Background: an optimization exercise with open tools, aiming at small area. Do not read the settings as production practice. The RTL was checked by simulation tests, not by an equivalence proof against the original design. Power is estimated from default activity; no workload was simulated.

== job 2554 ==
## cpuTop
module cpuTop (
    input  logic          Clk,
    input  logic          reset,
    output logic          Cyc,
    output logic          Stb,
    output logic          We,
    output cpuPkg::word_t Adr,
    output cpuPkg::word_t DatO,
    input  cpuPkg::word_t DatI,
    input  logic          Ack,
    output logic          Halted
);
For scale: about 600 flip-flops, roughly 100 I/O pins, about 15000 sq um of cells after synthesis.
==> module cpuTop, before the edit <==
module cpuTop (
    input  logic          Clk,
    input  logic          reset,
    output logic          Cyc,
    output logic          Stb,
    output logic          We,
    output cpuPkg::word_t Adr,
    output cpuPkg::word_t DatO,
    input  cpuPkg::word_t DatI,
    input  logic          Ack,
    output logic          Halted
);
    localparam logic [1:0] P_WAIT = 2'd0, P_RUN = 2'd1, P_REQ = 2'd2, P_HALT = 2'd3;
    localparam logic [2:0] K_CLR = 3'd0, K_DP = 3'd1, K_LDWB = 3'd2, K_PLAIN = 3'd3,
                           K_LDA = 3'd4, K_STA = 3'd5;
    logic [31:0] rf [0:15];
    logic [4:0]  cnt;
    logic [1:0]  phase;
    logic [2:0]  kind;
    logic [31:0] mar, dr;
    logic [3:0]  rnIdx, rdIdx;
    logic        carry, carry4;
    logic       dpOk, decDp, decMem, decHalt;
    always_comb begin
        case (DatI[24:21])
            4'd0, 4'd1, 4'd2, 4'd3, 4'd4, 4'd12, 4'd13: dpOk = 1'b1;
            default: dpOk = 1'b0;
        endcase
        decDp  = 1'b0;
        decMem = 1'b0;
        case (DatI[27:25])
            3'b000: decDp  = dpOk && !DatI[20] && DatI[11:4] == 8'h00;
            3'b001: decDp  = dpOk && !DatI[20] && DatI[11:8] == 4'h0;
            3'b010: decMem = DatI[24:21] == 4'b1100;
            default: ;
        endcase
        decHalt = !decDp && !decMem;
    end
    logic run, nextPass, addrPass, first;
    assign run      = (phase == P_RUN);
    assign addrPass = kind[2];
    assign nextPass = !kind[2];
    assign first    = (cnt == 5'd0);
    logic [3:0] bIdx;
    logic       tapA, tapB, tap15, bOp, immBit;
    assign bIdx  = addrPass ? rdIdx : dr[3:0];
    assign tapA  = rf[rnIdx][0];
    assign tapB  = rf[bIdx][0];
    assign tap15 = rf[15][0];
    assign immBit = (cnt[4:3] == 2'b00) ? dr[cnt[2:0]] : 1'b0;
    always_comb begin
        case (kind)
            K_DP:    bOp = dr[25] ? immBit : tapB;
            K_LDWB:  bOp = dr[0];
            default: bOp = (cnt < 5'd12) ? dr[0] : 1'b0;    
        endcase
    end
    logic [3:0] op;
    logic       invA, invB, cin, sum, res;
    assign op   = (kind == K_DP) ? dr[24:21] : 4'd4;
    assign invA = (op == 4'd3);
    assign invB = (op == 4'd2);
    assign cin  = first ? (invA | invB) : carry;
    logic x, y;
    assign x   = tapA ^ invA;
    assign y   = bOp ^ invB;
    assign sum = x ^ y ^ cin;
    always_comb begin
        case (kind)
            K_DP: begin
                case (op)
                    4'd0:    res = tapA & bOp;
                    4'd1:    res = tapA ^ bOp;
                    4'd12:   res = tapA | bOp;
                    4'd13:   res = bOp;
                    default: res = sum;
                endcase
            end
            K_LDWB:  res = bOp;
            K_CLR:   res = 1'b0;
            default: res = sum;
        endcase
    end
    logic wrRd, wrAll, pcIn, t4, pcNext;
    assign wrRd  = run && (kind == K_DP || kind == K_LDWB);
    assign wrAll = run && (kind == K_CLR);
    assign pcIn  = (wrAll || (wrRd && rdIdx == 4'd15)) ? res : tap15;
    assign t4     = (cnt == 5'd2) | (carry4 & !first);
    assign pcNext = pcIn ^ t4;
    always_ff @(posedge Clk) begin
        carry  <= (x & y) | (cin & (x ^ y));
        carry4 <= pcIn & t4;
    end
    always_ff @(posedge Clk) begin
        for (int r = 0; r < 15; r++) begin
            rf[r] <= {(wrAll || (wrRd && rdIdx == 4'(r))) ? res : rf[r][0], rf[r][31:1]};
        end
        rf[15] <= {(run && nextPass) ? pcNext : rf[15][0], rf[15][31:1]};
    end
    logic fetchAck, loadAck, storeAck, req;
    assign req      = (phase == P_REQ);
    assign fetchAck = req && Ack && !kind[2];
    assign loadAck  = req && Ack && kind == K_LDA;
    assign storeAck = req && Ack && kind == K_STA;
    always_ff @(posedge Clk) begin
        if (run) begin
            mar <= {nextPass ? pcIn : res, mar[31:1]};
        end
        if (fetchAck || loadAck) begin
            dr <= DatI;
        end else if (run && kind != K_DP) begin
            dr <= {tapB, dr[31:1]};
        end
        if (fetchAck) begin
            rnIdx <= DatI[19:16];
            rdIdx <= DatI[15:12];
        end
    end
    logic last;
    assign last = (cnt == 5'd31);
    always_ff @(posedge Clk) begin
        if (reset) begin
            cnt   <= 5'd0;
            phase <= P_RUN;
            kind  <= K_CLR;
        end else begin
            cnt <= cnt + 5'd1;
            case (phase)
                P_WAIT: if (last) phase <= P_RUN;
                P_RUN:  if (last) phase <= P_REQ;
                P_REQ: begin
                    if (Ack) begin
                        phase <= last ? P_RUN : P_WAIT;
                        if (fetchAck) begin
                            if (decHalt) phase <= P_HALT;
                            kind <= decDp ? K_DP : (DatI[20] ? K_LDA : K_STA);
                        end else begin
                            kind <= kind[0] ? K_PLAIN : K_LDWB;
                        end
                    end
                end
                default: ;
            endcase
        end
    end
    assign Stb    = req;
    assign Cyc    = req;
    assign We     = (kind == K_STA);
    assign Adr    = mar;
    assign DatO   = dr;
    assign Halted = (phase == P_HALT);
endmodule
==> flow/config.mk <==
export PLATFORM = sky130hd
export DESIGN_NAME = cpuTop
export DESIGN_NICKNAME = cpuTop
export VERILOG_FILES = /design/flow/design.v
export SDC_FILE = /design/flow/constraint.sdc
export NUM_CORES = 4
export LEC_CHECK = 0
export CAP_MARGIN = 20
export CORE_MARGIN = 2
export CORE_UTILIZATION = 40
export SLEW_MARGIN = 20
==> flow/constraint.sdc <==
create_clock -name core_clock -period 10.0 [get_ports {Clk}]
set_input_delay 2.0000 -clock core_clock [delete_from_list [all_inputs] [get_ports {Clk}]]
set_output_delay 2.0000 -clock core_clock [all_outputs]
set_load 0.01 [all_outputs]
standard.sh (not shown) runs the stock make flow with config.mk's settings and CLKGATE_MAP_FILE= SYNTH_SCRIPT=/design/flow/synth_recipe.tcl, a recipe that flattens the netlist after the stock synthesis.
==> flow/flow/run.sh <==
#!/bin/bash
# Standard ORFS layout (the standard.sh) with two changes:
#  - the port buffers that global placement inserts use the smallest buffer cell
#  - clock tree synthesis without dummy loads, with the buffer list below
set -euo pipefail
here=$(pwd)
export BUFFER_PORTS_ARGS="-buffer_cell sky130_fd_sc_hd__buf_1"
export CTS_ARGS="-sink_clustering_enable -repair_clock_nets -dont_use_dummy_load -buf_list sky130_fd_sc_hd__clkbuf_8 -sink_clustering_size 16 -sink_clustering_max_diameter 60 -sink_buffer_max_cap_derate 1.0"
bash standard.sh > "$here/standard_flow.log" 2>&1
Changes in job 9019 relative to job 2554:
-- flow/design.v --
<<< job 2554, line 84
    logic       tapA, tapB, tap15, bOp, immBit;
    assign bIdx  = addrPass ? rdIdx : dr[3:0];
    assign tapA  = rf[rnIdx][0];
    assign tapB  = rf[bIdx][0];
    assign tap15 = rf[15][0];
    assign immBit = (cnt[4:3] == 2'b00) ? dr[cnt[2:0]] : 1'b0;
>>> job 9019, line 84
    logic       tapA, tapB, tap15, bOp, immBit;
    assign bIdx  = addrPass ? rdIdx : dr[3:0];
    logic [15:0] taps;
    always_comb begin
        for (int r = 0; r < 16; r++) taps[r] = rf[r][0];
    end
    logic [3:0] mA, mB;
    always_comb begin
        for (int g = 0; g < 4; g++) begin
            mA[g] = taps[4*g + rnIdx[1:0]];
            mB[g] = taps[4*g + bIdx[1:0]];
        end
    end
    assign tapA  = mA[rnIdx[3:2]];
    assign tapB  = mB[bIdx[3:2]];
    assign tap15 = rf[15][0];
    assign immBit = (cnt[4:3] == 2'b00) ? dr[cnt[2:0]] : 1'b0;
### Flow results
- Power on job 9019 is ahead of job 2554.
- Comparing job 9019 and job 2554, the lower final instance area is on job 9019.
- Of job 9019 and job 2554, job 9019 shows the higher fraction of final layout cells sized beyond drive strength 1, with job 2554 below it.
- Sort job 9019 and job 2554 by average cell area after synthesis, ascending, and job 2554 comes first.
- Compared with job 2554, job 9019 shows a higher sequential share of layout area.
- Diff job 2554 -> job 9019: final worst-path setup slack rose by 0.27 ns, synthesis-to-finish area growth went up 0.41 points.
- [compare] base=job 2554 new=job 9019: arrival time of data at the critical path endpoint has decreased, routed via count decreased by 4.5% relative to the old numbers, worst slack on hold paths went down by 0.0089 ns, cell-internal power decreased about 0.47%.

## static timing again, ports no longer ideal
The results above use ideal ports. As a check the final layouts listed here were re-extracted and re-timed, cells and wires unchanged. Step 1, drivers: a clkbuf_16 drives Clk and a buf_2 each remaining input, both assumed. Step 2 adds t to the input delays and takes it off the output delays; t is the mean of the earliest and latest rising clock arrival at the registers after step 1. Input paths then give back, and output paths get back, about the clock's delay inside the block. Slacks: ideal ports / drivers / drivers and shift; pairs: ideal ports / drivers.
run | shift t [ns] | slack for setup (ns) | latest minus earliest clock arrival (ns)
job 2554 | 0.599 | 5.081 / 5.081 / 5.081 | 0.083 / 0.084
job 9019 | 0.586 | 5.355 / 5.355 / 5.355 | 0.071 / 0.071
After both steps every run listed still meets setup and hold.
